Source: an optimization exercise on an open RTL-to-GDS flow (aim: small area, a short achievable clock period and few clock cycles per item). Production flows keep margins and buffers that such runs may drop.
Function was not checked in any run shown here: the RTL went through the layout flow alone.
Power is estimated from default activity; no workload was simulated.

==> flow/design.v (outline; a module is shown in full before it is edited, if it fits) <==
// module rhsc_front: 64 lines
// module rhsc_queue: 98 lines
// module rhsc_back: 1895 lines
// module rhsc_fa: 10 lines
// module rolling_hash_substring_counter_top: 67 lines
module rolling_hash_substring_counter_top (
  input  logic        clk,
  input  logic        rst_n,
  input  logic        in_valid,
  output logic        in_ready,
  input  logic [1:0]  in_op,
  input  logic [7:0]  in_char,
  output logic        out_valid,
  input  logic        out_ready,
  output logic        out_match,
  output logic [15:0] out_start,
  output logic [15:0] out_count
);
  // ...
==> flow/run.sh <==
#!/bin/bash
# synth_recipe.tcl (not shown) runs the flow's synth.tcl, then flattens the netlist and writes it again
# the make line also repeats each setting of config.mk as NAME=value (left out here)
make -C /OpenROAD-flow-scripts/flow DESIGN_CONFIG=/design/flow/config.mk WORK_HOME=/design/flow/orfs CLKGATE_MAP_FILE= SYNTH_SCRIPT=/design/flow/synth_recipe.tcl finish
==> flow/config.mk <==
export PLATFORM = sky130hd
export DESIGN_NAME = rolling_hash_substring_counter_top
export DESIGN_NICKNAME = rolling_hash_substring_counter_top
export VERILOG_FILES = /design/flow/design.v
export SDC_FILE = /design/flow/constraint.sdc
export NUM_CORES = 4
export LEC_CHECK = 0
export ABC_CLOCK_PERIOD_IN_PS = 3100
export CAP_MARGIN = 20
export CORE_MARGIN = 2
export CORE_UTILIZATION = 60
export CTS_CLUSTER_DIAMETER = 80
export CTS_CLUSTER_SIZE = 28
export SETUP_SLACK_MARGIN = 3.9
export SLEW_MARGIN = 20
export SYNTH_HIERARCHICAL = 1
export SYNTH_MINIMUM_KEEP_SIZE = 0
==> flow/constraint.sdc <==
create_clock -name core_clock -period 7.0 [get_ports {clk}]
set_input_delay 1.4000 -clock core_clock [delete_from_list [all_inputs] [get_ports {clk}]]
set_output_delay 1.4000 -clock core_clock [all_outputs]
set_load 0.01 [all_outputs]
==> out/qor.log, run 1 <==
INFO  floorplanning  ios=49
INFO  cells_and_area multi_input_cells=2029
INFO  synth          combinational_family_with_the_most_area_after_synthesis=adder cells
INFO  synth          synth_seq_area_share=0.532
INFO  clock_network  clk_pin_slew_worst_paths=0.10ns
INFO  cells_and_area register_share_of_the_cell_area=0.495
INFO  global_route   grt.busiest_layer=met2
INFO  sta            grt_setup_unrepaired=yes
INFO  synth          yosys-top-cells-area=edfxtp_1 40%, fa_1 19%, dfxtp_1 13%
INFO  floorplanning  core.rowCount=103
INFO  synth          synth_most_common_cell=edfxtp_1
INFO  power_and_ir_drop power.combinational.fraction=0.378
INFO  synth          synthMuxAreaShare=0.0334
INFO  setup_path     crit_path_cell_trace=inv_2, fa_1, fa_1, inv_2, fa_2, ha_4, fa_2, a21o_1, a21oi_2, xnor2_2, xnor2_1, mux2i_1, nor2_1
INFO  synth          number_of_enable_type_register_cells_in_the_synthesized_netlist=631
INFO  cells_and_area largest_register_ffs=256
INFO  setup_path     worst_ep_arrival_time=3.79ns
INFO  global_route   grt_use_met3=0.0319
INFO  cells_and_area clk_share=0.0307
INFO  clock_network  cts_inserted_buffers=48
INFO  placed_design  routabilityCongestion=0.922
INFO  outcome        status=finished clean
INFO  setup_path     worstSetupEndpoint=u_back.t_r[6]
INFO  synth          async_reset_ff_frac=0
INFO  floorplanning  tapcell.inserted=1050
INFO  worst_hold_path instance_count_along_the_most_critical_hold_path=0
INFO  power_and_ir_drop power.sequential.total=0.00673W
INFO  cells_and_area area_occupied_by_multi_input_gates=21000um^2
INFO  sta            final_ws_setup=3.74ns
INFO  sta            worst_slew_pin_slew=1.01ns
INFO  clock_network  number_of_setup_buffers_added_after_cts=18
INFO  power_and_ir_drop leakagePower=18.2nW
INFO  route          routedWlPerCell=22.0um
==> run 2, diff against run 1 <==
--- a/flow/design.v
+++ b/flow/design.v
@@ -666,21 +666,21 @@
   assign mt_w256 = mt_w244 & mt_w253;
   rhsc_fa u_mt_w257 (.a((s0_chr[7] & kpow_r[22])), .b(lvm[5]), .c(lvm[0]), .s(mt_w257), .co(mt_w258));
   rhsc_fa u_mt_w259 (.a((((s0_bo[0] & kpow_r[30]) | (s0_bt[0] & kpow_r[29])) ^ s0_bn[0])), .b((((s0_bo[1] & kpow_r[28]) | (s0_bt[1] & kpow_r[27])) ^ s0_bn[1])), .c((((s0_bo[2] & kpow_r[26]) | (s0_bt[2] & kpow_r[25])) ^ s0_bn[2])), .s(mt_w259), .co(mt_w260));
   rhsc_fa u_mt_w261 (.a((((s0_bo[3] & kpow_r[24]) | (s0_bt[3] & kpow_r[23])) ^ s0_bn[3])), .b(mt_w248), .c(mt_w250), .s(mt_w261), .co(mt_w262));
   rhsc_fa u_mt_w263 (.a(mt_w257), .b(mt_w259), .c(mt_w252), .s(mt_w263), .co(mt_w264));
   rhsc_fa u_mt_w265 (.a(mt_w261), .b(mt_w254), .c(mt_w263), .s(mt_w265), .co(mt_w266));
   assign mt_w267 = (s0_chr[7] & kpow_r[23]) ^ lvm[6] ^ lvm[1];
   assign mt_w268 = (((s0_bo[0] & kpow_r[31]) | (s0_bt[0] & kpow_r[30])) ^ s0_bn[0]) ^ (((s0_bo[1] & kpow_r[29]) | (s0_bt[1] & kpow_r[28])) ^ s0_bn[1]) ^ (((s0_bo[2] & kpow_r[27]) | (s0_bt[2] & kpow_r[26])) ^ s0_bn[2]);
-  assign mt_w269 = (((s0_bo[3] & kpow_r[25]) | (s0_bt[3] & kpow_r[24])) ^ s0_bn[3]) ^ mt_w258 ^ mt_w260;
-  assign mt_w270 = mt_w267 ^ mt_w268 ^ mt_w262;
-  assign xa_nxt = {mt_w269, mt_w256, mt_w246, mt_w236, mt_w226, mt_w216, mt_w206, mt_w196, mt_w186, mt_w176, mt_w166, mt_w156, mt_w146, mt_w136, mt_w126, mt_w116, mt_w106, mt_w96, mt_w86, mt_w76, mt_w66, mt_w63, mt_w48, mt_w40, mt_w32, mt_w24, mt_w21, mt_w17, mt_w9, mt_w7, mt_w2, (((s0_bo[0] & kpow_r[0]) | (s0_bt[0] & 1'b0)) ^ s0_bn[0])};
-  assign xb_nxt = {mt_w264, mt_w265, mt_w255, mt_w245, mt_w235, mt_w225, mt_w215, mt_w205, mt_w195, mt_w185, mt_w175, mt_w165, mt_w155, mt_w145, mt_w135, mt_w125, mt_w115, mt_w105, mt_w95, mt_w85, mt_w75, mt_w65, mt_w55, mt_w47, mt_w39, mt_w31, mt_w23, mt_w15, mt_w11, mt_w5, mt_w3, mt_w1};
-  assign xe_nxt = {mt_w266, mt_w270};
+  assign mt_w269 = (((s0_bo[3] & kpow_r[25]) | (s0_bt[3] & kpow_r[24])) ^ s0_bn[3]) ^ mt_w267 ^ mt_w268;
+  assign mt_w270 = mt_w258 ^ mt_w260 ^ mt_w269;
+  assign xa_nxt = {mt_w262, mt_w256, mt_w246, mt_w236, mt_w226, mt_w216, mt_w206, mt_w196, mt_w186, mt_w176, mt_w166, mt_w156, mt_w146, mt_w136, mt_w126, mt_w116, mt_w106, mt_w96, mt_w86, mt_w76, mt_w66, mt_w63, mt_w48, mt_w40, mt_w32, mt_w24, mt_w21, mt_w17, mt_w9, mt_w7, mt_w2, (((s0_bo[0] & kpow_r[0]) | (s0_bt[0] & 1'b0)) ^ s0_bn[0])};
+  assign xb_nxt = {mt_w270, mt_w265, mt_w255, mt_w245, mt_w235, mt_w225, mt_w215, mt_w205, mt_w195, mt_w185, mt_w175, mt_w165, mt_w155, mt_w145, mt_w135, mt_w125, mt_w115, mt_w105, mt_w95, mt_w85, mt_w75, mt_w65, mt_w55, mt_w47, mt_w39, mt_w31, mt_w23, mt_w15, mt_w11, mt_w5, mt_w3, mt_w1};
+  assign xe_nxt = {mt_w266, mt_w264};
   logic        s2_text, s2_key, s2_clr, s2_elig;
   logic [31:0] xa_r, xb_r;
   logic [2-1:0] xe_r;
   always_ff @(posedge clk) begin
     if (!rst_n) begin
       s2_text <= 1'b0;
       s2_key  <= 1'b0;
       s2_clr  <= 1'b0;
@@ -692,21 +692,21 @@
   end
   always_ff @(posedge clk) begin
     s2_elig <= elig_r;
     xa_r    <= xa_nxt;
     xb_r    <= xb_nxt;
     xe_r    <= xe_nxt;
   end
   logic [24:0] nya_r, nyb_r;  
-  logic [21-1:0] a_r;       
+  logic [14-1:0] a_r;       
   logic [31:0] j_r;           
   logic [6:1] jc_r;       
   logic [24:0] ya_nxt, yb_nxt;
-  logic [21-1:0] a_nxt;
+  logic [14-1:0] a_nxt;
   logic [31:0] ja, jb;
   logic yt_w1;
   logic yt_w2;
   logic yt_w3;
   logic yt_w4;
   logic yt_w5;
   logic yt_w6;
   logic yt_w7;
@@ -1278,87 +1278,81 @@
   rhsc_fa u_yt_w293 (.a(nyb_r[20]), .b(nya_r[15]), .c(nyb_r[15]), .s(yt_w293), .co(yt_w294));
   rhsc_fa u_yt_w295 (.a(nya_r[10]), .b(nyb_r[10]), .c(nya_r[5]), .s(yt_w295), .co(yt_w296));
   rhsc_fa u_yt_w297 (.a(nyb_r[5]), .b(nya_r[0]), .c(nyb_r[0]), .s(yt_w297), .co(yt_w298));
   rhsc_fa u_yt_w299 (.a(yt_w272), .b(yt_w274), .c(yt_w276), .s(yt_w299), .co(yt_w300));
   rhsc_fa u_yt_w301 (.a(yt_w278), .b(yt_w291), .c(yt_w293), .s(yt_w301), .co(yt_w302));
   rhsc_fa u_yt_w303 (.a(yt_w295), .b(yt_w297), .c(yt_w280), .s(yt_w303), .co(yt_w304));
   rhsc_fa u_yt_w305 (.a(yt_w282), .b(yt_w299), .c(yt_w301), .s(yt_w305), .co(yt_w306));
   rhsc_fa u_yt_w307 (.a(yt_w284), .b(yt_w303), .c(yt_w286), .s(yt_w307), .co(yt_w308));
-  assign yt_w309 = yt_w305 ^ yt_w288;
-  assign yt_w310 = yt_w305 & yt_w288;
+  rhsc_fa u_yt_w309 (.a(yt_w305), .b(yt_w288), .c(yt_w307), .s(yt_w309), .co(yt_w310));
   rhsc_fa u_yt_w311 (.a(xa_r[26]), .b(xb_r[26]), .c(nya_r[21]), .s(yt_w311), .co(yt_w312));
   rhsc_fa u_yt_w313 (.a(nyb_r[21]), .b(nya_r[16]), .c(nyb_r[16]), .s(yt_w313), .co(yt_w314));
   rhsc_fa u_yt_w315 (.a(nya_r[11]), .b(nyb_r[11]), .c(nya_r[6]), .s(yt_w315), .co(yt_w316));
   rhsc_fa u_yt_w317 (.a(nyb_r[6]), .b(nya_r[1]), .c(nyb_r[1]), .s(yt_w317), .co(yt_w318));
   rhsc_fa u_yt_w319 (.a(yt_w292), .b(yt_w294), .c(yt_w296), .s(yt_w319), .co(yt_w320));
   rhsc_fa u_yt_w321 (.a(yt_w298), .b(yt_w311), .c(yt_w313), .s(yt_w321), .co(yt_w322));
   rhsc_fa u_yt_w323 (.a(yt_w315), .b(yt_w317), .c(yt_w300), .s(yt_w323), .co(yt_w324));
   rhsc_fa u_yt_w325 (.a(yt_w302), .b(yt_w319), .c(yt_w321), .s(yt_w325), .co(yt_w326));
   rhsc_fa u_yt_w327 (.a(yt_w304), .b(yt_w323), .c(yt_w306), .s(yt_w327), .co(yt_w328));
-  assign yt_w329 = yt_w325 ^ yt_w308;
-  assign yt_w330 = yt_w325 & yt_w308;
+  rhsc_fa u_yt_w329 (.a(yt_w325), .b(yt_w308), .c(yt_w327), .s(yt_w329), .co(yt_w330));
   rhsc_fa u_yt_w331 (.a(xa_r[27]), .b(xb_r[27]), .c(nya_r[22]), .s(yt_w331), .co(yt_w332));
   rhsc_fa u_yt_w333 (.a(nyb_r[22]), .b(nya_r[17]), .c(nyb_r[17]), .s(yt_w333), .co(yt_w334));
   rhsc_fa u_yt_w335 (.a(nya_r[12]), .b(nyb_r[12]), .c(nya_r[7]), .s(yt_w335), .co(yt_w336));
   rhsc_fa u_yt_w337 (.a(nyb_r[7]), .b(nya_r[2]), .c(nyb_r[2]), .s(yt_w337), .co(yt_w338));
   rhsc_fa u_yt_w339 (.a(yt_w312), .b(yt_w314), .c(yt_w316), .s(yt_w339), .co(yt_w340));
   rhsc_fa u_yt_w341 (.a(yt_w318), .b(yt_w331), .c(yt_w333), .s(yt_w341), .co(yt_w342));
   rhsc_fa u_yt_w343 (.a(yt_w335), .b(yt_w337), .c(yt_w320), .s(yt_w343), .co(yt_w344));
   rhsc_fa u_yt_w345 (.a(yt_w322), .b(yt_w339), .c(yt_w341), .s(yt_w345), .co(yt_w346));
   rhsc_fa u_yt_w347 (.a(yt_w324), .b(yt_w343), .c(yt_w326), .s(yt_w347), .co(yt_w348));
-  assign yt_w349 = yt_w345 ^ yt_w328;
-  assign yt_w350 = yt_w345 & yt_w328;
+  rhsc_fa u_yt_w349 (.a(yt_w345), .b(yt_w328), .c(yt_w347), .s(yt_w349), .co(yt_w350));
   rhsc_fa u_yt_w351 (.a(xa_r[28]), .b(xb_r[28]), .c(nya_r[23]), .s(yt_w351), .co(yt_w352));
   rhsc_fa u_yt_w353 (.a(nyb_r[23]), .b(nya_r[18]), .c(nyb_r[18]), .s(yt_w353), .co(yt_w354));
   rhsc_fa u_yt_w355 (.a(nya_r[13]), .b(nyb_r[13]), .c(nya_r[8]), .s(yt_w355), .co(yt_w356));
   rhsc_fa u_yt_w357 (.a(nyb_r[8]), .b(nya_r[3]), .c(nyb_r[3]), .s(yt_w357), .co(yt_w358));
   rhsc_fa u_yt_w359 (.a(yt_w332), .b(yt_w334), .c(yt_w336), .s(yt_w359), .co(yt_w360));
   rhsc_fa u_yt_w361 (.a(yt_w338), .b(yt_w351), .c(yt_w353), .s(yt_w361), .co(yt_w362));
   rhsc_fa u_yt_w363 (.a(yt_w355), .b(yt_w357), .c(yt_w340), .s(yt_w363), .co(yt_w364));
   rhsc_fa u_yt_w365 (.a(yt_w342), .b(yt_w359), .c(yt_w361), .s(yt_w365), .co(yt_w366));
   rhsc_fa u_yt_w367 (.a(yt_w344), .b(yt_w363), .c(yt_w346), .s(yt_w367), .co(yt_w368));
-  assign yt_w369 = yt_w365 ^ yt_w348;
-  assign yt_w370 = yt_w365 & yt_w348;
+  rhsc_fa u_yt_w369 (.a(yt_w365), .b(yt_w348), .c(yt_w367), .s(yt_w369), .co(yt_w370));
   rhsc_fa u_yt_w371 (.a(xa_r[29]), .b(xb_r[29]), .c(nya_r[24]), .s(yt_w371), .co(yt_w372));
   rhsc_fa u_yt_w373 (.a(nyb_r[24]), .b(nya_r[19]), .c(nyb_r[19]), .s(yt_w373), .co(yt_w374));
   rhsc_fa u_yt_w375 (.a(nya_r[14]), .b(nyb_r[14]), .c(nya_r[9]), .s(yt_w375), .co(yt_w376));
   rhsc_fa u_yt_w377 (.a(nyb_r[9]), .b(nya_r[4]), .c(nyb_r[4]), .s(yt_w377), .co(yt_w378));
   rhsc_fa u_yt_w379 (.a(yt_w352), .b(yt_w354), .c(yt_w356), .s(yt_w379), .co(yt_w380));
   rhsc_fa u_yt_w381 (.a(yt_w358), .b(yt_w371), .c(yt_w373), .s(yt_w381), .co(yt_w382));
   rhsc_fa u_yt_w383 (.a(yt_w375), .b(yt_w377), .c(yt_w360), .s(yt_w383), .co(yt_w384));
   rhsc_fa u_yt_w385 (.a(yt_w362), .b(yt_w379), .c(yt_w381), .s(yt_w385), .co(yt_w386));
   rhsc_fa u_yt_w387 (.a(yt_w364), .b(yt_w383), .c(yt_w366), .s(yt_w387), .co(yt_w388));
-  assign yt_w389 = yt_w385 ^ yt_w368;
-  assign yt_w390 = yt_w385 & yt_w368;
+  rhsc_fa u_yt_w389 (.a(yt_w385), .b(yt_w368), .c(yt_w387), .s(yt_w389), .co(yt_w390));
   rhsc_fa u_yt_w391 (.a(xa_r[30]), .b(xb_r[30]), .c(nya_r[20]), .s(yt_w391), .co(yt_w392));
   rhsc_fa u_yt_w393 (.a(nyb_r[20]), .b(nya_r[15]), .c(nyb_r[15]), .s(yt_w393), .co(yt_w394));
   rhsc_fa u_yt_w395 (.a(nya_r[10]), .b(nyb_r[10]), .c(nya_r[5]), .s(yt_w395), .co(yt_w396));
   rhsc_fa u_yt_w397 (.a(nyb_r[5]), .b(nya_r[0]), .c(nyb_r[0]), .s(yt_w397), .co(yt_w398));
   rhsc_fa u_yt_w399 (.a(yt_w372), .b(yt_w374), .c(yt_w376), .s(yt_w399), .co(yt_w400));
   rhsc_fa u_yt_w401 (.a(yt_w378), .b(yt_w391), .c(yt_w393), .s(yt_w401), .co(yt_w402));
   rhsc_fa u_yt_w403 (.a(yt_w395), .b(yt_w397), .c(yt_w380), .s(yt_w403), .co(yt_w404));
   rhsc_fa u_yt_w405 (.a(yt_w382), .b(yt_w399), .c(yt_w401), .s(yt_w405), .co(yt_w406));
   rhsc_fa u_yt_w407 (.a(yt_w384), .b(yt_w403), .c(yt_w386), .s(yt_w407), .co(yt_w408));
-  assign yt_w409 = yt_w405 ^ yt_w388;
-  assign yt_w410 = yt_w405 & yt_w388;
+  rhsc_fa u_yt_w409 (.a(yt_w405), .b(yt_w388), .c(yt_w407), .s(yt_w409), .co(yt_w410));
   assign yt_w411 = xa_r[31] ^ xb_r[31] ^ xe_r[0];
   assign yt_w412 = xe_r[1] ^ nya_r[21] ^ nyb_r[21];
   assign yt_w413 = nya_r[16] ^ nyb_r[16] ^ nya_r[11];
   assign yt_w414 = nyb_r[11] ^ nya_r[6] ^ nyb_r[6];
-  assign yt_w415 = nya_r[1] ^ nyb_r[1] ^ yt_w392;
-  assign yt_w416 = yt_w394 ^ yt_w396 ^ yt_w398;
-  assign yt_w417 = yt_w411 ^ yt_w412 ^ yt_w413;
-  assign yt_w418 = yt_w414 ^ yt_w400 ^ yt_w402;
-  assign yt_w419 = yt_w415 ^ yt_w416 ^ yt_w417;
-  assign yt_w420 = yt_w404 ^ yt_w406 ^ yt_w418;
-  assign yt_w421 = yt_w419 ^ yt_w408;
+  assign yt_w415 = nya_r[1] ^ nyb_r[1] ^ yt_w411;
+  assign yt_w416 = yt_w412 ^ yt_w413 ^ yt_w414;
+  assign yt_w417 = yt_w392 ^ yt_w394 ^ yt_w396;
+  assign yt_w418 = yt_w398 ^ yt_w415 ^ yt_w416;
+  assign yt_w419 = yt_w417 ^ yt_w400 ^ yt_w402;
+  assign yt_w420 = yt_w418 ^ yt_w404 ^ yt_w419;
+  assign yt_w421 = yt_w406 ^ yt_w420 ^ yt_w408;
   assign ya_nxt = {yt_w270, yt_w250, yt_w230, yt_w210, yt_w192, yt_w176, yt_w160, yt_w144, yt_w128, yt_w114, yt_w102, yt_w90, yt_w78, yt_w66, yt_w56, yt_w48, yt_w40, yt_w32, yt_w29, yt_w18, yt_w14, yt_w10, yt_w6, yt_w3, nyb_r[0]};
   assign yb_nxt = {yt_w289, yt_w269, yt_w249, yt_w229, yt_w209, yt_w191, yt_w175, yt_w159, yt_w143, yt_w127, yt_w113, yt_w101, yt_w89, yt_w77, yt_w65, yt_w55, yt_w47, yt_w39, yt_w31, yt_w23, yt_w17, yt_w13, yt_w9, yt_w5, yt_w1};
-  assign a_nxt = {yt_w421, yt_w410, yt_w420, yt_w409, yt_w390, yt_w407, yt_w389, yt_w370, yt_w387, yt_w369, yt_w350, yt_w367, yt_w349, yt_w330, yt_w347, yt_w329, yt_w310, yt_w327, yt_w290, yt_w309, yt_w307};
+  assign a_nxt = {yt_w410, yt_w421, yt_w409, yt_w390, yt_w389, yt_w370, yt_w369, yt_w350, yt_w349, yt_w330, yt_w329, yt_w310, yt_w309, yt_w290};
   logic jt_w1;
   logic jt_w2;
   logic jt_w3;
   logic jt_w4;
   logic jt_w5;
   logic jt_w6;
   logic jt_w7;
   logic jt_w8;
@@ -1546,18 +1540,18 @@
   assign jt_w105 = jt_w100 ^ jt_w103;
   assign jt_w106 = jt_w100 & jt_w103;
   rhsc_fa u_jt_w107 (.a(j_r[29]), .b(xa_r[29]), .c(xb_r[29]), .s(jt_w107), .co(jt_w108));
   assign jt_w109 = jt_w104 ^ jt_w107;
   assign jt_w110 = jt_w104 & jt_w107;
   rhsc_fa u_jt_w111 (.a(j_r[30]), .b(xa_r[30]), .c(xb_r[30]), .s(jt_w111), .co(jt_w112));
   rhsc_fa u_jt_w113 (.a(jc_r[6]), .b(jt_w108), .c(jt_w111), .s(jt_w113), .co(jt_w114));
   assign jt_w115 = j_r[31] ^ xa_r[31] ^ xb_r[31];
-  assign jt_w116 = xe_r[0] ^ xe_r[1] ^ jt_w112;
-  assign jt_w117 = jt_w115 ^ jt_w114 ^ jt_w116;
+  assign jt_w116 = xe_r[0] ^ xe_r[1] ^ jt_w115;
+  assign jt_w117 = jt_w112 ^ jt_w116 ^ jt_w114;
   assign ja = {jt_w117, jt_w110, jt_w106, jt_w102, jt_w98, jt_w97, jt_w90, jt_w86, jt_w82, jt_w78, jt_w77, jt_w70, jt_w66, jt_w62, jt_w58, jt_w57, jt_w50, jt_w46, jt_w42, jt_w38, jt_w37, jt_w30, jt_w26, jt_w22, jt_w18, jt_w14, jt_w11, jt_w8, jt_w6, jt_w4, jt_w2, xb_r[0]};
   assign jb = {1'b0, jt_w113, jt_w109, jt_w105, jt_w101, jt_w94, jt_w93, jt_w89, jt_w85, jt_w81, jt_w74, jt_w73, jt_w69, jt_w65, jt_w61, jt_w54, jt_w53, jt_w49, jt_w45, jt_w41, jt_w34, jt_w33, jt_w29, jt_w25, jt_w21, jt_w17, jt_w13, jt_w9, jt_w7, jt_w5, jt_w3, jt_w1};
   always_ff @(posedge clk) begin
     if (!rst_n || s2_clr || s2_key) begin
       nya_r <= '1;
       nyb_r <= '1;
     end else if (s2_text) begin
       nya_r <= ~ya_nxt;
@@ -1592,17 +1586,17 @@
     end else begin
       s3_text <= s2_text;
       s3_key  <= s2_key;
       s3_clr  <= s2_clr;
     end
   end
   always_ff @(posedge clk) s3_elig <= s2_elig;
   logic [6:0] t_r, t_new;
-  assign t_new = {a_r[18], a_r[15], a_r[12], a_r[9], a_r[6], a_r[3], a_r[0]} + {a_r[19], a_r[16], a_r[13], a_r[10], a_r[7], a_r[4], a_r[1]} + {a_r[20], a_r[17], a_r[14], a_r[11], a_r[8], a_r[5], a_r[2]} + (~t_r) + {~t_r[1:0], 5'd0} + 7'd33;
+  assign t_new = {a_r[12], a_r[10], a_r[8], a_r[6], a_r[4], a_r[2], a_r[0]} + {a_r[13], a_r[11], a_r[9], a_r[7], a_r[5], a_r[3], a_r[1]} + (~t_r) + {~t_r[1:0], 5'd0} + 7'd33;
   always_ff @(posedge clk) begin
     if (!rst_n || s3_clr || s3_key) begin
       t_r <= '0;
     end else if (s3_text) begin
       t_r <= t_new;
     end
   end
   logic [31:0] nj;
@@ -1839,29 +1833,16 @@
   logic ct_w229;
   logic ct_w230;
   logic ct_w231;
   logic ct_w232;
   logic ct_w233;
   logic ct_w234;
   logic ct_w235;
   logic ct_w236;
-  logic ct_w237;
-  logic ct_w238;
-  logic ct_w239;
-  logic ct_w240;
-  logic ct_w241;
-  logic ct_w242;
-  logic ct_w243;
-  logic ct_w244;
-  logic ct_w245;
-  logic ct_w246;
-  logic ct_w247;
-  logic ct_w248;
-  logic ct_w249;
   assign ct_w1 = nya_r[0] ^ nyb_r[0];
   assign ct_w2 = nya_r[0] & nyb_r[0];
   assign ct_w3 = 1'b1 ^ nya_r[1] ^ nyb_r[1];
   assign ct_w4 = (1'b1 & nya_r[1]) | (1'b1 & nyb_r[1]) | (nya_r[1] & nyb_r[1]);
   assign ct_w5 = nj[1] ^ ct_w2;
   assign ct_w6 = nj[1] & ct_w2;
   rhsc_fa u_ct_w7 (.a(nya_r[2]), .b(nyb_r[2]), .c(nj[2]), .s(ct_w7), .co(ct_w8));
   assign ct_w9 = ct_w4 ^ ct_w6;
@@ -1907,19 +1888,19 @@
   assign ct_w66 = (1'b1 & nya_r[12]) | (1'b1 & nyb_r[12]) | (nya_r[12] & nyb_r[12]);
   rhsc_fa u_ct_w67 (.a(nj[12]), .b(j_r[7]), .c(ct_w58), .s(ct_w67), .co(ct_w68));
   rhsc_fa u_ct_w69 (.a(ct_w65), .b(ct_w60), .c(ct_w67), .s(ct_w69), .co(ct_w70));
   assign ct_w71 = ct_w62 ^ ct_w64;
   assign ct_w72 = ct_w62 & ct_w64;
   assign ct_w73 = 1'b1 ^ nya_r[13] ^ nyb_r[13];
   assign ct_w74 = (1'b1 & nya_r[13]) | (1'b1 & nyb_r[13]) | (nya_r[13] & nyb_r[13]);
   rhsc_fa u_ct_w75 (.a(nj[13]), .b(j_r[8]), .c(ct_w66), .s(ct_w75), .co(ct_w76));
-  assign ct_w77 = ct_w73 ^ ct_w68;
-  assign ct_w78 = ct_w73 & ct_w68;
-  rhsc_fa u_ct_w79 (.a(ct_w75), .b(ct_w77), .c(ct_w70), .s(ct_w79), .co(ct_w80));
+  rhsc_fa u_ct_w77 (.a(ct_w73), .b(ct_w68), .c(ct_w75), .s(ct_w77), .co(ct_w78));
+  assign ct_w79 = ct_w70 ^ ct_w77;
+  assign ct_w80 = ct_w70 & ct_w77;
   assign ct_w81 = 1'b1 ^ nya_r[14] ^ nyb_r[14];
   assign ct_w82 = (1'b1 & nya_r[14]) | (1'b1 & nyb_r[14]) | (nya_r[14] & nyb_r[14]);
   rhsc_fa u_ct_w83 (.a(nj[14]), .b(j_r[9]), .c(ct_w74), .s(ct_w83), .co(ct_w84));
   rhsc_fa u_ct_w85 (.a(ct_w81), .b(ct_w76), .c(ct_w83), .s(ct_w85), .co(ct_w86));
   assign ct_w87 = ct_w78 ^ ct_w85;
   assign ct_w88 = ct_w78 & ct_w85;
   rhsc_fa u_ct_w89 (.a(nya_r[15]), .b(nyb_r[15]), .c(nj[15]), .s(ct_w89), .co(ct_w90));
   rhsc_fa u_ct_w91 (.a(j_r[10]), .b(jc_r[2]), .c(~jc_r[3]), .s(ct_w91), .co(ct_w92));
@@ -1938,31 +1919,32 @@
   assign ct_w111 = ct_w102 ^ ct_w109;
   assign ct_w112 = ct_w102 & ct_w109;
   assign ct_w113 = 1'b1 ^ nya_r[18] ^ nyb_r[18];
   assign ct_w114 = (1'b1 & nya_r[18]) | (1'b1 & nyb_r[18]) | (nya_r[18] & nyb_r[18]);
   rhsc_fa u_ct_w115 (.a(nj[18]), .b(j_r[13]), .c(ct_w106), .s(ct_w115), .co(ct_w116));
   rhsc_fa u_ct_w117 (.a(ct_w113), .b(ct_w108), .c(ct_w115), .s(ct_w117), .co(ct_w118));
   assign ct_w119 = ct_w110 ^ ct_w117;
   assign ct_w120 = ct_w110 & ct_w117;
-  assign ct_w121 = 1'b1 ^ nya_r[19];
-  assign ct_w122 = 1'b1 & nya_r[19];
-  rhsc_fa u_ct_w123 (.a(nyb_r[19]), .b(nj[19]), .c(j_r[14]), .s(ct_w123), .co(ct_w124));
-  rhsc_fa u_ct_w125 (.a(ct_w121), .b(ct_w114), .c(ct_w123), .s(ct_w125), .co(ct_w126));
-  rhsc_fa u_ct_w127 (.a(ct_w116), .b(ct_w125), .c(ct_w118), .s(ct_w127), .co(ct_w128));
+  assign ct_w121 = 1'b1 ^ nya_r[19] ^ nyb_r[19];
+  assign ct_w122 = (1'b1 & nya_r[19]) | (1'b1 & nyb_r[19]) | (nya_r[19] & nyb_r[19]);
+  rhsc_fa u_ct_w123 (.a(nj[19]), .b(j_r[14]), .c(ct_w114), .s(ct_w123), .co(ct_w124));
+  rhsc_fa u_ct_w125 (.a(ct_w121), .b(ct_w116), .c(ct_w123), .s(ct_w125), .co(ct_w126));
+  assign ct_w127 = ct_w118 ^ ct_w125;
+  assign ct_w128 = ct_w118 & ct_w125;
   rhsc_fa u_ct_w129 (.a(nya_r[20]), .b(nyb_r[20]), .c(nj[20]), .s(ct_w129), .co(ct_w130));
   rhsc_fa u_ct_w131 (.a(j_r[15]), .b(jc_r[3]), .c(~jc_r[4]), .s(ct_w131), .co(ct_w132));
-  rhsc_fa u_ct_w133 (.a(ct_w122), .b(ct_w124), .c(ct_w129), .s(ct_w133), .co(ct_w134));
-  rhsc_fa u_ct_w135 (.a(ct_w131), .b(ct_w126), .c(ct_w133), .s(ct_w135), .co(ct_w136));
+  rhsc_fa u_ct_w133 (.a(ct_w122), .b(ct_w129), .c(ct_w131), .s(ct_w133), .co(ct_w134));
+  rhsc_fa u_ct_w135 (.a(ct_w124), .b(ct_w133), .c(ct_w126), .s(ct_w135), .co(ct_w136));
   assign ct_w137 = 1'b1 ^ nya_r[21] ^ nyb_r[21];
   assign ct_w138 = (1'b1 & nya_r[21]) | (1'b1 & nyb_r[21]) | (nya_r[21] & nyb_r[21]);
   rhsc_fa u_ct_w139 (.a(nj[21]), .b(j_r[16]), .c(ct_w130), .s(ct_w139), .co(ct_w140));
   rhsc_fa u_ct_w141 (.a(ct_w132), .b(ct_w137), .c(ct_w134), .s(ct_w141), .co(ct_w142));
-  assign ct_w143 = ct_w139 ^ ct_w136;
-  assign ct_w144 = ct_w139 & ct_w136;
+  assign ct_w143 = ct_w139 ^ ct_w141;
+  assign ct_w144 = ct_w139 & ct_w141;
   assign ct_w145 = 1'b1 ^ nya_r[22] ^ nyb_r[22];
   assign ct_w146 = (1'b1 & nya_r[22]) | (1'b1 & nyb_r[22]) | (nya_r[22] & nyb_r[22]);
   rhsc_fa u_ct_w147 (.a(nj[22]), .b(j_r[17]), .c(ct_w138), .s(ct_w147), .co(ct_w148));
   rhsc_fa u_ct_w149 (.a(ct_w145), .b(ct_w140), .c(ct_w147), .s(ct_w149), .co(ct_w150));
   assign ct_w151 = ct_w142 ^ ct_w149;
   assign ct_w152 = ct_w142 & ct_w149;
   assign ct_w153 = 1'b1 ^ nya_r[23] ^ nyb_r[23];
   assign ct_w154 = (1'b1 & nya_r[23]) | (1'b1 & nyb_r[23]) | (nya_r[23] & nyb_r[23]);
@@ -1971,73 +1953,65 @@
   assign ct_w159 = ct_w150 ^ ct_w157;
   assign ct_w160 = ct_w150 & ct_w157;
   assign ct_w161 = 1'b1 ^ nya_r[24] ^ nyb_r[24];
   assign ct_w162 = (1'b1 & nya_r[24]) | (1'b1 & nyb_r[24]) | (nya_r[24] & nyb_r[24]);
   rhsc_fa u_ct_w163 (.a(nj[24]), .b(j_r[19]), .c(ct_w154), .s(ct_w163), .co(ct_w164));
   rhsc_fa u_ct_w165 (.a(ct_w161), .b(ct_w156), .c(ct_w163), .s(ct_w165), .co(ct_w166));
   assign ct_w167 = ct_w158 ^ ct_w165;
   assign ct_w168 = ct_w158 & ct_w165;
-  assign ct_w169 = 1'b1 ^ nj[25] ^ j_r[20];
-  assign ct_w170 = (1'b1 & nj[25]) | (1'b1 & j_r[20]) | (nj[25] & j_r[20]);
-  rhsc_fa u_ct_w171 (.a(jc_r[4]), .b(~jc_r[5]), .c(~a_r[0]), .s(ct_w171), .co(ct_w172));
-  rhsc_fa u_ct_w173 (.a(~a_r[1]), .b(~a_r[2]), .c(t_r[0]), .s(ct_w173), .co(ct_w174));
-  rhsc_fa u_ct_w175 (.a(ct_w162), .b(ct_w169), .c(ct_w171), .s(ct_w175), .co(ct_w176));
-  rhsc_fa u_ct_w177 (.a(ct_w173), .b(ct_w164), .c(ct_w175), .s(ct_w177), .co(ct_w178));
-  assign ct_w179 = ct_w166 ^ ct_w177;
-  assign ct_w180 = ct_w166 & ct_w177;
-  assign ct_w181 = 1'b1 ^ nj[26] ^ j_r[21];
-  assign ct_w182 = (1'b1 & nj[26]) | (1'b1 & j_r[21]) | (nj[26] & j_r[21]);
-  rhsc_fa u_ct_w183 (.a(~a_r[3]), .b(~a_r[4]), .c(~a_r[5]), .s(ct_w183), .co(ct_w184));
-  rhsc_fa u_ct_w185 (.a(t_r[1]), .b(ct_w170), .c(ct_w172), .s(ct_w185), .co(ct_w186));
-  rhsc_fa u_ct_w187 (.a(ct_w174), .b(ct_w181), .c(ct_w183), .s(ct_w187), .co(ct_w188));
-  rhsc_fa u_ct_w189 (.a(ct_w176), .b(ct_w185), .c(ct_w187), .s(ct_w189), .co(ct_w190));
-  assign ct_w191 = ct_w178 ^ ct_w189;
-  assign ct_w192 = ct_w178 & ct_w189;
-  assign ct_w193 = 1'b1 ^ nj[27] ^ j_r[22];
-  assign ct_w194 = (1'b1 & nj[27]) | (1'b1 & j_r[22]) | (nj[27] & j_r[22]);
-  rhsc_fa u_ct_w195 (.a(~a_r[6]), .b(~a_r[7]), .c(~a_r[8]), .s(ct_w195), .co(ct_w196));
-  rhsc_fa u_ct_w197 (.a(t_r[2]), .b(ct_w182), .c(ct_w184), .s(ct_w197), .co(ct_w198));
-  rhsc_fa u_ct_w199 (.a(ct_w193), .b(ct_w195), .c(ct_w186), .s(ct_w199), .co(ct_w200));
-  rhsc_fa u_ct_w201 (.a(ct_w188), .b(ct_w197), .c(ct_w199), .s(ct_w201), .co(ct_w202));
-  assign ct_w203 = ct_w190 ^ ct_w192;
-  assign ct_w204 = ct_w190 & ct_w192;
-  assign ct_w205 = 1'b1 ^ nj[28] ^ j_r[23];
-  assign ct_w206 = (1'b1 & nj[28]) | (1'b1 & j_r[23]) | (nj[28] & j_r[23]);
-  rhsc_fa u_ct_w207 (.a(~a_r[9]), .b(~a_r[10]), .c(~a_r[11]), .s(ct_w207), .co(ct_w208));
-  rhsc_fa u_ct_w209 (.a(t_r[3]), .b(ct_w194), .c(ct_w196), .s(ct_w209), .co(ct_w210));
-  rhsc_fa u_ct_w211 (.a(ct_w205), .b(ct_w207), .c(ct_w198), .s(ct_w211), .co(ct_w212));
-  rhsc_fa u_ct_w213 (.a(ct_w209), .b(ct_w200), .c(ct_w211), .s(ct_w213), .co(ct_w214));
-  assign ct_w215 = ct_w202 ^ ct_w213;
-  assign ct_w216 = ct_w202 & ct_w213;
-  assign ct_w217 = 1'b1 ^ nj[29] ^ j_r[24];
-  assign ct_w218 = (1'b1 & nj[29]) | (1'b1 & j_r[24]) | (nj[29] & j_r[24]);
-  rhsc_fa u_ct_w219 (.a(~a_r[12]), .b(~a_r[13]), .c(~a_r[14]), .s(ct_w219), .co(ct_w220));
-  rhsc_fa u_ct_w221 (.a(t_r[4]), .b(ct_w206), .c(ct_w208), .s(ct_w221), .co(ct_w222));
-  assign ct_w223 = ct_w217 ^ ct_w219;
-  assign ct_w224 = ct_w217 & ct_w219;
-  rhsc_fa u_ct_w225 (.a(ct_w223), .b(ct_w210), .c(ct_w221), .s(ct_w225), .co(ct_w226));
-  rhsc_fa u_ct_w227 (.a(ct_w212), .b(ct_w225), .c(ct_w214), .s(ct_w227), .co(ct_w228));
-  rhsc_fa u_ct_w229 (.a(nj[30]), .b(j_r[25]), .c(jc_r[5]), .s(ct_w229), .co(ct_w230));
-  rhsc_fa u_ct_w231 (.a(~jc_r[6]), .b(~a_r[15]), .c(~a_r[16]), .s(ct_w231), .co(ct_w232));
-  rhsc_fa u_ct_w233 (.a(~a_r[17]), .b(t_r[5]), .c(t_r[0]), .s(ct_w233), .co(ct_w234));
-  rhsc_fa u_ct_w235 (.a(ct_w218), .b(ct_w220), .c(ct_w229), .s(ct_w235), .co(ct_w236));
-  rhsc_fa u_ct_w237 (.a(ct_w231), .b(ct_w233), .c(ct_w224), .s(ct_w237), .co(ct_w238));
-  rhsc_fa u_ct_w239 (.a(ct_w222), .b(ct_w235), .c(ct_w237), .s(ct_w239), .co(ct_w240));
-  assign ct_w241 = ct_w226 ^ ct_w239;
-  assign ct_w242 = ct_w226 & ct_w239;
-  assign ct_w243 = 1'b1 ^ nj[31] ^ j_r[26];
-  assign ct_w244 = ~a_r[18] ^ ~a_r[19] ^ ~a_r[20];
-  assign ct_w245 = t_r[6] ^ t_r[1] ^ ct_w230;
-  assign ct_w246 = ct_w232 ^ ct_w234 ^ ct_w243;
-  assign ct_w247 = ct_w244 ^ ct_w236 ^ ct_w245;
-  assign ct_w248 = ct_w246 ^ ct_w238 ^ ct_w247;
-  assign ct_w249 = ct_w240 ^ ct_w242 ^ ct_w248;
-  assign ca = {ct_w249, ct_w241, ct_w216, ct_w204, ct_w201, ct_w180, ct_w168, ct_w160, ct_w152, ct_w144, ct_w141, ct_w135, ct_w120, ct_w112, ct_w104, ct_w103, ct_w88, ct_w87, ct_w72, ct_w69, ct_w61, ct_w55, ct_w42, ct_w36, ct_w30, ct_w27, ct_w18, ct_w14, ct_w10, ct_w7, ct_w5, nj[0]};
-  assign cb = {1'b0, ct_w228, ct_w227, ct_w215, ct_w203, ct_w191, ct_w179, ct_w167, ct_w159, ct_w151, ct_w143, ct_w128, ct_w127, ct_w119, ct_w111, ct_w96, ct_w95, ct_w80, ct_w79, ct_w71, ct_w63, ct_w48, ct_w47, ct_w41, ct_w35, ct_w29, ct_w23, ct_w17, ct_w13, ct_w9, ct_w3, ct_w1};
+  rhsc_fa u_ct_w169 (.a(nj[25]), .b(j_r[20]), .c(jc_r[4]), .s(ct_w169), .co(ct_w170));
+  rhsc_fa u_ct_w171 (.a(~jc_r[5]), .b(~a_r[0]), .c(~a_r[1]), .s(ct_w171), .co(ct_w172));
+  rhsc_fa u_ct_w173 (.a(t_r[0]), .b(ct_w162), .c(ct_w169), .s(ct_w173), .co(ct_w174));
+  rhsc_fa u_ct_w175 (.a(ct_w171), .b(ct_w164), .c(ct_w173), .s(ct_w175), .co(ct_w176));
+  assign ct_w177 = ct_w166 ^ ct_w175;
+  assign ct_w178 = ct_w166 & ct_w175;
+  assign ct_w179 = 1'b1 ^ nj[26] ^ j_r[21];
+  assign ct_w180 = (1'b1 & nj[26]) | (1'b1 & j_r[21]) | (nj[26] & j_r[21]);
+  rhsc_fa u_ct_w181 (.a(~a_r[2]), .b(~a_r[3]), .c(t_r[1]), .s(ct_w181), .co(ct_w182));
+  rhsc_fa u_ct_w183 (.a(ct_w170), .b(ct_w172), .c(ct_w179), .s(ct_w183), .co(ct_w184));
+  rhsc_fa u_ct_w185 (.a(ct_w181), .b(ct_w174), .c(ct_w183), .s(ct_w185), .co(ct_w186));
+  assign ct_w187 = ct_w176 ^ ct_w185;
+  assign ct_w188 = ct_w176 & ct_w185;
+  assign ct_w189 = 1'b1 ^ nj[27] ^ j_r[22];
+  assign ct_w190 = (1'b1 & nj[27]) | (1'b1 & j_r[22]) | (nj[27] & j_r[22]);
+  rhsc_fa u_ct_w191 (.a(~a_r[4]), .b(~a_r[5]), .c(t_r[2]), .s(ct_w191), .co(ct_w192));
+  rhsc_fa u_ct_w193 (.a(ct_w180), .b(ct_w182), .c(ct_w189), .s(ct_w193), .co(ct_w194));
+  rhsc_fa u_ct_w195 (.a(ct_w191), .b(ct_w184), .c(ct_w193), .s(ct_w195), .co(ct_w196));
+  assign ct_w197 = ct_w186 ^ ct_w195;
+  assign ct_w198 = ct_w186 & ct_w195;
+  assign ct_w199 = 1'b1 ^ nj[28] ^ j_r[23];
+  assign ct_w200 = (1'b1 & nj[28]) | (1'b1 & j_r[23]) | (nj[28] & j_r[23]);
+  rhsc_fa u_ct_w201 (.a(~a_r[6]), .b(~a_r[7]), .c(t_r[3]), .s(ct_w201), .co(ct_w202));
+  rhsc_fa u_ct_w203 (.a(ct_w190), .b(ct_w192), .c(ct_w199), .s(ct_w203), .co(ct_w204));
+  rhsc_fa u_ct_w205 (.a(ct_w201), .b(ct_w194), .c(ct_w203), .s(ct_w205), .co(ct_w206));
+  assign ct_w207 = ct_w196 ^ ct_w205;
+  assign ct_w208 = ct_w196 & ct_w205;
+  assign ct_w209 = 1'b1 ^ nj[29] ^ j_r[24];
+  assign ct_w210 = (1'b1 & nj[29]) | (1'b1 & j_r[24]) | (nj[29] & j_r[24]);
+  rhsc_fa u_ct_w211 (.a(~a_r[8]), .b(~a_r[9]), .c(t_r[4]), .s(ct_w211), .co(ct_w212));
+  rhsc_fa u_ct_w213 (.a(ct_w200), .b(ct_w202), .c(ct_w209), .s(ct_w213), .co(ct_w214));
+  rhsc_fa u_ct_w215 (.a(ct_w211), .b(ct_w204), .c(ct_w213), .s(ct_w215), .co(ct_w216));
+  assign ct_w217 = ct_w206 ^ ct_w215;
+  assign ct_w218 = ct_w206 & ct_w215;
+  rhsc_fa u_ct_w219 (.a(nj[30]), .b(j_r[25]), .c(jc_r[5]), .s(ct_w219), .co(ct_w220));
+  rhsc_fa u_ct_w221 (.a(~jc_r[6]), .b(~a_r[10]), .c(~a_r[11]), .s(ct_w221), .co(ct_w222));
+  rhsc_fa u_ct_w223 (.a(t_r[5]), .b(t_r[0]), .c(ct_w210), .s(ct_w223), .co(ct_w224));
+  rhsc_fa u_ct_w225 (.a(ct_w212), .b(ct_w219), .c(ct_w221), .s(ct_w225), .co(ct_w226));
+  rhsc_fa u_ct_w227 (.a(ct_w214), .b(ct_w223), .c(ct_w225), .s(ct_w227), .co(ct_w228));
+  assign ct_w229 = ct_w216 ^ ct_w227;
+  assign ct_w230 = ct_w216 & ct_w227;
+  assign ct_w231 = 1'b1 ^ nj[31] ^ j_r[26];
+  assign ct_w232 = ~a_r[12] ^ ~a_r[13] ^ t_r[6];
+  assign ct_w233 = t_r[1] ^ ct_w231 ^ ct_w232;
+  assign ct_w234 = ct_w220 ^ ct_w222 ^ ct_w233;
+  assign ct_w235 = ct_w224 ^ ct_w226 ^ ct_w234;
+  assign ct_w236 = ct_w228 ^ ct_w235 ^ ct_w230;
+  assign ca = {ct_w236, ct_w218, ct_w208, ct_w198, ct_w188, ct_w178, ct_w168, ct_w160, ct_w152, ct_w144, ct_w143, ct_w128, ct_w120, ct_w112, ct_w104, ct_w103, ct_w88, ct_w80, ct_w72, ct_w69, ct_w61, ct_w55, ct_w42, ct_w36, ct_w30, ct_w27, ct_w18, ct_w14, ct_w10, ct_w7, ct_w5, nj[0]};
+  assign cb = {1'b0, ct_w229, ct_w217, ct_w207, ct_w197, ct_w187, ct_w177, ct_w167, ct_w159, ct_w151, ct_w136, ct_w135, ct_w127, ct_w119, ct_w111, ct_w96, ct_w95, ct_w87, ct_w79, ct_w71, ct_w63, ct_w48, ct_w47, ct_w41, ct_w35, ct_w29, ct_w23, ct_w17, ct_w13, ct_w9, ct_w3, ct_w1};
   logic       restart_r;
   logic [6:0] klen3_r;
   always_ff @(posedge clk) begin
     if (!rst_n) begin
       restart_r <= 1'b1;
       klen3_r   <= '0;
     end else begin
       if (s3_clr) klen3_r <= '0;
==> out/qor.log, run 2 <==
INFO  outcome        status=finished clean [unchanged]
INFO  route          detailroute.via_count=25029 [was 25432]
INFO  cells_and_area largest_register_ffs=256 [unchanged]
INFO  synth          synth_area_per_cell=14.2um^2 [about the same]
INFO  floorplanning  floorplan.initialDensity=0.606 [was 0.603]
INFO  global_route   grtUsageTotal=0.234 [was 0.244]
INFO  cells_and_area layout_commonest_cell=edfxtp_1 [unchanged]
INFO  sta            final-setup-viol-count=0 [unchanged]
INFO  synth          syn_nets=3919 [was 3968]
INFO  setup_path     critical-path-max-stage-delay=0.61ns [was 0.56 ns]
INFO  sta            final_max_slew_viol_count=0 [unchanged]
INFO  route          routed_via_density=5.69 [was 5.71]
INFO  global_route   grt.met1_usage=0.346 [was 0.357]
INFO  placed_design  routabilityCongestion=0.915 [was 0.922]
INFO  floorplanning  coreArea=77500um^2 [was 78500 um^2]
INFO  global_route   maximum_number_of_pins_on_one_net_before_global_route_repair=205 [was 211]
INFO  cells_and_area reg.largest.list=u_back.seg32: 256 flops, u_back.seg16: 128 flops, u_back.seg8: 64 flops [unchanged]
INFO  setup_path     timing.critical_path.slowest_stage_cell=fa_2 [was fa_1]
INFO  setup_path     cp_data_required_time=7.52ns [was 7.53 ns]
INFO  clock_network  ctsHtreeMaxLevel=2 [unchanged]
INFO  setup_path     timing.setup.critical_path_class=reg2reg [unchanged]
INFO  global_route   grt_pass1_vias=25426 [was 26213]
INFO  setup_path     critPathBufInv=0 [was 2]
INFO  global_route   antenna_found_initial=2 [was 0]
INFO  floorplanning  die_h=284um [was 285 um]
INFO  power_and_ir_drop tot_pwr=0.0150W [was 0.0160 W]
INFO  sta            finalCriticalPeriod=3.11ns [was 3.26 ns]
INFO  cells_and_area area_growth_syn_to_layout=8.15% [was 8.52%]
INFO  placed_design  post-dp-hpwl=67.2mm [was 69.5 mm]
INFO  power_and_ir_drop power.density=296nW/um^2 [was 312 nW/um^2]
INFO  synth          postSynthRegisterBits=935 [was 943]
INFO  setup_path     worst_ep_arrival_time=3.62ns [was 3.79 ns]
INFO  synth          most_area_hungry_cell_type_in_the_yosys_netlist=edfxtp_1 [unchanged]
INFO  setup_path     worstSetupStartpointType=flop [unchanged]
INFO  sta            hold_violations=0 [unchanged]
INFO  setup_path     worst_setup_path_end_kind=flop [unchanged]
INFO  cells_and_area commonest_non_fill_non_tap_cells_in_the_layout=631 x edfxtp_1, 407 x fa_1, 236 x xnor2_1 [was 631 x edfxtp_1, 397 x fa_1, 244 x xnor2_1]
INFO  synth          synth_top_cell_area_share=0.404 [was 0.400]
INFO  global_route   grt_use_met3=0.0322 [was 0.0319]
INFO  cells_and_area antenna_cells=0 [unchanged]
INFO  synth          synth_most_common_cell=edfxtp_1 [unchanged]
INFO  floorplanning  core.rowCount=102 [was 103]
INFO  route          post-route-drc-count=0 [unchanged]
INFO  floorplanning  ios=49 [unchanged]
INFO  setup_path     timing.critical_path.mode_cell=fa_1
INFO  global_route   grt_use_met2=0.374 [was 0.392]
INFO  synth          netlist_cell_types=85 [was 82]
INFO  synth          synth_seq_area_share=0.534 [was 0.532]
INFO  setup_path     critical_path_s_top_delay_family=adder cells [unchanged]
INFO  route          first_iter_violations=1818 [was 2168]
INFO  global_route   grt_pass1_wl=146mm [was 153 mm]
INFO  sta            relSlewSlack=0.273 [was 0.325]
INFO  cells_and_area final_cell_area=50700um^2 [was 51400 um^2]
INFO  clock_network  tritoncts=done [unchanged]
INFO  synth          async_reset_ff_frac=0 [unchanged]
INFO  clock_network  cts.sink_count=935 [was 943]
INFO  cells_and_area fillCellCount=5618 [was 5630]
INFO  clock_network  worst_skew_pair.late_latency=0.65ns [about the same]
INFO  sta            holdWs=0.330ns [was 0.347 ns]
INFO  synth          synthesized_instance_count=3296 [was 3339]
INFO  cells_and_area nets=3938 [was 4004]
INFO  sta            max_freq=322MHz [was 307 MHz]
INFO  floorplanning  die_w=284um [was 285 um]
INFO  sta            final.setup_skew=0.0322ns [was 0.0511 ns]
INFO  sta            grt_setup_unrepaired=yes [unchanged]
INFO  route          drt.antenna.violating_nets=0 [unchanged]
INFO  cells_and_area ratio_of_cells_with_drive_above_1_in_the_final_layout=0.110 [was 0.116]
INFO  setup_path     crit_path_cell_trace=fa_2, fa_1, fa_2, fa_1, fa_1, nand2_1, o21ai_1, nand2_1 [was inv_2, fa_1, fa_1, inv_2, fa_2, ha_4, fa_2, a21o_1, a21oi_2, xnor2_2, xnor2_1, mux2i_1, nor2_1]
INFO  placed_design  count_of_input_and_output_buffers=48 [unchanged]
INFO  synth          synthesis.yosys.warnings=15 [unchanged]
INFO  cells_and_area layout.core_utilization=0.655 [about the same]
INFO  global_route   gr-total-overflow=0 [unchanged]
INFO  placed_design  placedInstanceArea=48400um^2 [was 48800 um^2]
INFO  clock_network  clk_pin_slew_worst_paths=0.10ns [about the same]
INFO  route          routedWlPerCell=21.2um [was 22.0 um]
INFO  cells_and_area regMostFlops=u_back.seg32 [unchanged]
INFO  clock_network  cts-root-to-sink-buffers=3 [unchanged]
INFO  sta            final_min_period_over_clock_period=0.444 [was 0.466]
INFO  run            max_cap_violations=0 [unchanged]
INFO  power_and_ir_drop ir_worst_vdd=0.191mV [was 0.237 mV]
INFO  synth          yosys-top-cells-area=edfxtp_1 40%, fa_1 19%, dfxtp_1 13% [unchanged]
INFO  synth          post_synth_most_frequent_cells=631 x edfxtp_1, 437 x fa_1, 304 x dfxtp_1, 236 x xnor2_1, 212 x inv_1 [was 631 x edfxtp_1, 441 x fa_1, 312 x dfxtp_1, 245 x xnor2_1, 218 x inv_1]
INFO  global_route   grt.busiest_layer=met2 [unchanged]
INFO  synth          yosys_most_used_dff=edfxtp_1 [unchanged]
INFO  floorplanning  floorplan.die_area=80500um^2 [was 81200 um^2]
INFO  sta            tns=0ns [unchanged]
INFO  route          total_wirelength=93.2mm [was 97.9 mm]
INFO  synth          number_of_enable_type_register_cells_in_the_synthesized_netlist=631 [unchanged]
INFO  setup_path     cp_max_fo=4 [was 2]
INFO  clock_network  cts-root-buf=clkbuf_16 [unchanged]
INFO  synth          syn_area=46900um^2 [was 47300 um^2]
INFO  sta            worst_slew_pin_slew=1.09ns [was 1.01 ns]
INFO  clock_network  cts_inserted_buffers=48 [unchanged]
INFO  worst_hold_path hold_path.class=reg2reg [unchanged]
INFO  power_and_ir_drop leakagePower=17.9nW [was 18.2 nW]
INFO  route          dr.pass1.iters=6 [was 7]
-- run 2: cell count changes after synthesis, moves of 5 or more --
cell	change
a21oi_1	-5
dfxtp_1	-8
inv_1	-6
xor2_1	+8
a22oi_1	-8
xnor2_1	-9
nand3_1	-5
nand2_1	-7
nor2_1	+12
-- run 2: final timing paths --
| path | slack [ns] | end | cells past startpoint | start |
|---|---|---|---|---|
| setup / recovery | 3.89 | u_back.nyb_r[24] | 8 | u_back.nya_r[23] |
| setup reg to reg | 3.89 | u_back.nyb_r[24] | 8 | u_back.nya_r[23] |
| hold reg to reg | 0.33 | u_back.s4_elig | 0 | u_back.s3_elig |
| hold / removal | 0.33 | u_back.s4_elig | 0 | u_back.s3_elig |
-- run 2: Yosys stat by module, one instance, submodules excluded, a selection --
module      times used  flip-flops and latches  cell area (um^2)
rhsc_back            1                     773             31200
rhsc_queue           1                     135              6290
rhsc_front           1                      27               916
rhsc_fa            423                       0              20.0
-- run 2: cells by family (layout without fill, tap and decap cells) --
logic type      Yosys count  in the layout  share of synthesized area
mux                     120            120                     0.0333
fa+ha+maj               609            609                      0.232
simple gates            541            541                     0.0534
compound gates          430            430                     0.0600
flops                   935            935                      0.534
other cells               2              2                   0.000160
xor+xnor                302            302                     0.0571
buf+inv                 357            416                     0.0302
-- run 2: through the flow --
stage               instances  setup slack [ns]
global route             4395              3.80
global placement         4266              3.11
finish                   4395              3.89
CTS                      4370              3.86
detailed placement       4266              3.16
floorplan                3296             -2.26
-- run 2: per-layer routing --
metal,vias up,share of wire
li1,11438,-
met5,-,0
met3,120,0.050
met2,632,0.47
met4,0,0.019
met1,12839,0.46
-- run 2: layout make-up --
type | instances | area, um^2 | area share
clock buffer | 70 | 1310 | 0.0257
clock inverter | 20 | 309 | 0.00609
inverter | 214 | 807 | 0.0159
multi-input combinational | 2004 | 20700 | 0.408
sequential | 935 | 25300 | 0.498
tap | 1040 | 1300 | 0.0256
timing repair buffer | 112 | 1060 | 0.0208
-- run 2: where the power goes --
group          internal, W  switching, W
Sequential         0.00623      0.000432
Clock              0.00141       0.00184
Combinational      0.00248       0.00263
-- run 2: repair_timing --
action	CTS	global route
endpoints found under the setup margin	81	58
setup buffers	14	24
gates resized for setup	119	86
pin swaps	10	9
hold buffers	0	0
==> run 3, diff against run 2 <==
--- a/flow/config.mk
+++ b/flow/config.mk
@@ -9,5 +9,5 @@
 export CAP_MARGIN = 20
 export CORE_MARGIN = 2
-export CORE_UTILIZATION = 60
+export CORE_UTILIZATION = 65
 export CTS_CLUSTER_DIAMETER = 80
 export CTS_CLUSTER_SIZE = 28
==> out/qor.log, run 3 <==
INFO  cells_and_area ratio_of_cells_with_drive_above_1_in_the_final_layout=0.112 [was 0.110]
INFO  clock_network  cts-root-to-sink-buffers=3 [unchanged]
INFO  sta            grt_setup_unrepaired=yes [unchanged]
INFO  route          routedWlPerCell=22.0um [was 21.2 um]
INFO  cells_and_area nets=3947 [was 3938]
INFO  power_and_ir_drop p_int=0.0101W [about the same]
INFO  setup_path     timing.setup.critical_path_class=reg2reg [unchanged]
INFO  global_route   grt_pass1_vias=25793 [was 25426]
INFO  route          dr.pass1.iters=5 [was 6]
INFO  setup_path     critical-path-max-stage-delay=0.50ns [was 0.61 ns]
INFO  cells_and_area largest_register_ffs=256 [unchanged]
INFO  setup_path     critical_path_s_top_delay_family=adder cells [unchanged]
INFO  global_route   maximum_number_of_pins_on_one_net_before_global_route_repair=201 [was 205]
INFO  route          routed_via_density=5.89 [was 5.69]
INFO  floorplanning  coreArea=71500um^2 [was 77500 um^2]
INFO  synth          synth-simple-area-share=0.0534 [unchanged]
INFO  setup_path     critPathBufInv=0 [unchanged]
INFO  floorplanning  ios=49 [unchanged]
INFO  setup_path     worst_setup_path_end_kind=flop [unchanged]
INFO  synth          synthesized_instance_count=3296 [unchanged]
INFO  floorplanning  die_h=273um [was 284 um]
INFO  route          total_wirelength=95.1mm [was 93.2 mm]
INFO  clock_network  cts_inserted_buffers=47 [was 48]
INFO  worst_hold_path instance_count_along_the_most_critical_hold_path=0 [unchanged]
INFO  placed_design  post-dp-hpwl=67.0mm [was 67.2 mm]
INFO  power_and_ir_drop power.density=296nW/um^2 [about the same]
INFO  route          drt.antenna.violating_nets=0 [unchanged]
INFO  clock_network  worst_skew_pair.late_latency=0.65ns [about the same]
INFO  synth          synth_seq_area_share=0.534 [unchanged]
INFO  global_route   grt.busiest_layer=met2 [unchanged]
INFO  synth          post_synth_most_frequent_cells=631 x edfxtp_1, 437 x fa_1, 304 x dfxtp_1, 236 x xnor2_1, 212 x inv_1 [unchanged]
INFO  global_route   gr-total-overflow=0 [unchanged]
INFO  cells_and_area layout_commonest_cell=edfxtp_1 [unchanged]
INFO  cells_and_area antenna_cells=0 [unchanged]
INFO  global_route   grt_pass1_wl=149mm [was 146 mm]
INFO  synth          synthXorXnorAreaFrac=0.0571 [unchanged]
INFO  sta            final-setup-viol-count=0 [unchanged]
INFO  synth          synthMuxAreaShare=0.0333 [unchanged]
INFO  setup_path     cp_max_fo=4 [unchanged]
INFO  run            max_cap_violations=0 [unchanged]
INFO  cells_and_area regMostFlops=u_back.seg32 [unchanged]
INFO  global_route   grt_use_met3=0.0341 [was 0.0322]
INFO  sta            finalCriticalPeriod=3.10ns [was 3.11 ns]
INFO  setup_path     crit_path_cell_trace=fa_2, fa_1, fa_2, fa_1, fa_1, nand2_1, o21ai_0, nand2_1 [was fa_2, fa_1, fa_2, fa_1, fa_1, nand2_1, o21ai_1, nand2_1]
INFO  clock_network  cts.sink_count=935 [unchanged]
INFO  setup_path     worstReg2RegEnd=u_back.nyb_r[20] [was u_back.nyb_r[24]]
INFO  power_and_ir_drop leakagePower=17.9nW [about the same]
INFO  synth          synth-compound-area-share=0.0600 [unchanged]
INFO  setup_path     timing.critical_path.slowest_stage_cell=fa_1 [was fa_2]
INFO  sta            final_min_period_over_clock_period=0.443 [was 0.444]
INFO  cells_and_area commonest_non_fill_non_tap_cells_in_the_layout=631 x edfxtp_1, 403 x fa_1, 236 x xnor2_1 [was 631 x edfxtp_1, 407 x fa_1, 236 x xnor2_1]
INFO  placed_design  count_of_input_and_output_buffers=48 [unchanged]
INFO  placed_design  place_ws=3.10ns [was 3.16 ns]
INFO  synth          number_of_enable_type_register_cells_in_the_synthesized_netlist=631 [unchanged]
INFO  clock_network  cts-root-buf=clkbuf_16 [unchanged]
INFO  global_route   grtUsageTotal=0.261 [was 0.234]
INFO  global_route   grt.met1_usage=0.381 [was 0.346]
INFO  synth          post_synth_fa_ha_maj_area_fraction=0.232 [unchanged]
INFO  synth          syn_nets=3919 [unchanged]
INFO  worst_hold_path worstHoldEndpoint=u_back.s4_elig [unchanged]
INFO  sta            worst_slew_pin_slew=1.01ns [was 1.09 ns]
INFO  setup_path     cp_data_required_time=7.50ns [was 7.52 ns]
INFO  floorplanning  floorplan.die_area=74300um^2 [was 80500 um^2]
INFO  outcome        status=finished clean [unchanged]
INFO  synth          async_reset_ff_frac=0 [unchanged]
INFO  floorplanning  floorplan.initialDensity=0.656 [was 0.606]
INFO  setup_path     timing.critical_path.mode_cell=fa_1 [unchanged]
INFO  power_and_ir_drop p_switching=0.00491W [was 0.00490 W]
INFO  sta            hold_violations=0 [unchanged]
INFO  synth          postSynthRegisterBits=935 [unchanged]
INFO  synth          synthesis.yosys.warnings=15 [unchanged]
INFO  setup_path     reg2reg_setup_slack=3.90ns [was 3.89 ns]
INFO  sta            final.setup_skew=0.0333ns [was 0.0322 ns]
INFO  clock_network  clk_pin_slew_worst_paths=0.10ns [about the same]
INFO  clock_network  ctsHtreeMaxLevel=2 [unchanged]
INFO  synth          combinational_family_with_the_most_area_after_synthesis=adder cells [unchanged]
INFO  synth          most_area_hungry_cell_type_in_the_yosys_netlist=edfxtp_1 [unchanged]
INFO  synth          yosys_most_used_dff=edfxtp_1 [unchanged]
INFO  cells_and_area area_growth_syn_to_layout=7.87% [was 8.15%]
INFO  setup_path     critical_path.reg2reg.startpoint=u_back.nya_r[18] [was u_back.nya_r[23]]
INFO  synth          synth_top_cell_area_share=0.404 [unchanged]
INFO  sta            max_freq=323MHz [was 322 MHz]
INFO  setup_path     worstRegToRegCells=8 [unchanged]
INFO  route          detailroute.via_count=25418 [was 25029]
INFO  worst_hold_path hp-start=u_back.s3_elig [unchanged]
INFO  placed_design  routabilityCongestion=0.938 [was 0.915]
INFO  setup_path     worstSetupStartpointType=flop [unchanged]
INFO  power_and_ir_drop seqPwrFrac=0.444 [about the same]
INFO  power_and_ir_drop clock_share_of_power=0.216 [about the same]
INFO  synth          yosys-top-cells-area=edfxtp_1 40%, fa_1 19%, dfxtp_1 13% [unchanged]
INFO  power_and_ir_drop ir_worst_vdd=0.238mV [was 0.191 mV]
INFO  worst_hold_path hold_path.class=reg2reg [unchanged]
INFO  sta            relSlewSlack=0.324 [was 0.273]
INFO  global_route   antenna_found_initial=1 [was 2]
INFO  global_route   grt_use_met2=0.422 [was 0.374]
INFO  cells_and_area layout.core_utilization=0.708 [was 0.655]
INFO  route          post-route-drc-count=0 [unchanged]
INFO  floorplanning  core.rowCount=98 [was 102]
INFO  sta            final_max_slew_viol_count=0 [unchanged]
INFO  synth          syn_area=46900um^2 [unchanged]
INFO  route          first_iter_violations=2306 [was 1818]
INFO  power_and_ir_drop power.combinational.fraction=0.340 [about the same]
INFO  power_and_ir_drop swShare=0.327 [was 0.326]
INFO  synth          netlist_cell_types=85 [unchanged]
INFO  setup_path     worst_ep_arrival_time=3.60ns [was 3.62 ns]
INFO  cells_and_area reg.largest.list=u_back.seg32: 256 flops, u_back.seg16: 128 flops, u_back.seg8: 64 flops [unchanged]
INFO  sta            final_ws_setup=3.90ns [was 3.89 ns]
INFO  clock_network  tritoncts=done [unchanged]
INFO  synth          synth_area_per_cell=14.2um^2 [unchanged]
INFO  synth          synth_most_common_cell=edfxtp_1 [unchanged]
INFO  floorplanning  die_w=273um [was 284 um]
## run 3: cell types whose count changed in the layout (fill, tap and decap cells not counted), moves of 4 or more
cell | before | now
clkinv_8 | 6 | 2
fa_1 | 407 | 403
fa_2 | 30 | 34
buf_4 | 54 | 65
dfxtp_2 | 46 | 42
dfxtp_4 | 47 | 51
## run 3: modules after synthesis, one instance, submodules excluded, excerpt
module | cells inside | times used | flip-flops and latches | area [um^2]
rhsc_fa | 1 | 423 | 0 | 20.0
rhsc_front | 81 | 1 | 27 | 916
rhsc_queue | 487 | 1 | 135 | 6290
rhsc_back | 2305 | 1 | 773 | 31200
## run 3: cell type report
cell class | instances | area [um^2]
inverter | 214 | 811
multi-input combinational | 2005 | 20700
tap | 950 | 1190
timing repair buffer | 121 | 1090
clock buffer | 66 | 1250
clock inverter | 22 | 315
fill | 4761 | 20900
sequential | 935 | 25300
## run 3: cells by family after synthesis
| group | Yosys count |
|---|---|
| XOR/XNOR | 302 |
| adder cells (fa/ha/maj) | 609 |
| AO/OA/AOI/OAI | 430 |
| flip-flops | 935 |
| AND/OR/NAND/NOR | 541 |
| multiplexers | 120 |
| buffers and inverters | 357 |
| other | 2 |
## run 3: power groups by stage
stage	Sequential [W]	Clock, W	Combinational (W)
final	0.00667	0.00324	0.00509
after CTS	0.00667	0.00333	0.00505
after global placement	0.00678	0	0.00477
after global routing	0.00671	0.00350	0.00578
after floorplan	0.00660	0	0.00381
after detailed placement	0.00680	0	0.00495
## run 3: worst reg2reg max path, delay by kind of cell, from the launching register on
kind,cells,cell delay [ns]
and+or+nand+nor,2,0.15
adders and majority gates,5,2.26
DFF,1,0.42
AOI/OAI and AO/OA,1,0.13
## run 3: worst max path at each step
| stage | start | end | depth (start not counted) |
|---|---|---|---|
| 2_1_floorplan | u_front.s0_op[1] | u_back.fill_r[5] | 7 |
| 3_3_place_gp | rst_n | u_back.kpow_r[27] | 8 |
| 5_1_grt | u_back.nya_r[18] | u_back.nyb_r[20] | 8 |
| 3_5_place_dp | rst_n | u_back.kpow_r[27] | 8 |
| 4_1_cts | u_back.nyb_r[5] | u_back.nyb_r[23] | 8 |
| 6_report | u_back.nya_r[18] | u_back.nyb_r[20] | 8 |
## run 3: layer usage
metal / share of wire / wire, um
met1: 0.44 / 41800
met2: 0.48 / 45900
met3: 0.054 / 5150
met4: 0.024 / 2290
met5: 0 / 0
## run 3: repair_timing
item,CTS,global route
resized for setup,131,73
buffers inserted,17,31
endpoints found under the setup margin,117,173
hold buffers,0,0
pin swaps,8,20
gates cloned,0,1
## run 3: per-stage QoR
stage | std cells | total power [W] | hold WS [ns] | TNS [ns] | cell area [um^2]
final | 4313 | 0.0150 | 0.348 | 0 | 50600
after global routing | 4313 | 0.0160 | 0.350 | 0 | 50600
after CTS | 4280 | 0.0151 | 0.347 | 0 | 50200
after detailed placement | 4175 | 0.0117 | 0.330 | 0 | 48200
after global placement | 4175 | 0.0116 | 0.317 | 0 | 48200
after floorplan | 3296 | 0.0104 | 0.310 | -775.28 | 47000

[static timing again, ports no longer ideal]
In the flow no input, the clock included, has a driving cell. The finished layouts below were timed again as built, in two steps.
Step 1, drivers: a clkbuf_16 drives clk and a buf_2 each remaining input, both assumed.
Step 2 times the ports against the registers' clock, not the clock port: input delays grow and output delays shrink by t, the midpoint of the rising clock arrivals with the driver on.
Slacks: ideal / step 1 / step 2; pairs: ideal / step 1.
run	t (ns)	slack for setup (ns)	worst slew at a driven data input, ns	pins driven straight from the clock port
run 1	0.694	3.741 / 3.741 / 3.464	0.05	1
run 2	0.695	3.895 / 3.895 / 3.419	0.07	1
run 3	0.697	3.902 / 3.866 / 3.419	0.07	1
After both steps setup and hold are still met in every run listed. For run 3, which loses most, drivers alone change the setup slack by -0.036 ns; drivers and shift together by -0.483 ns.
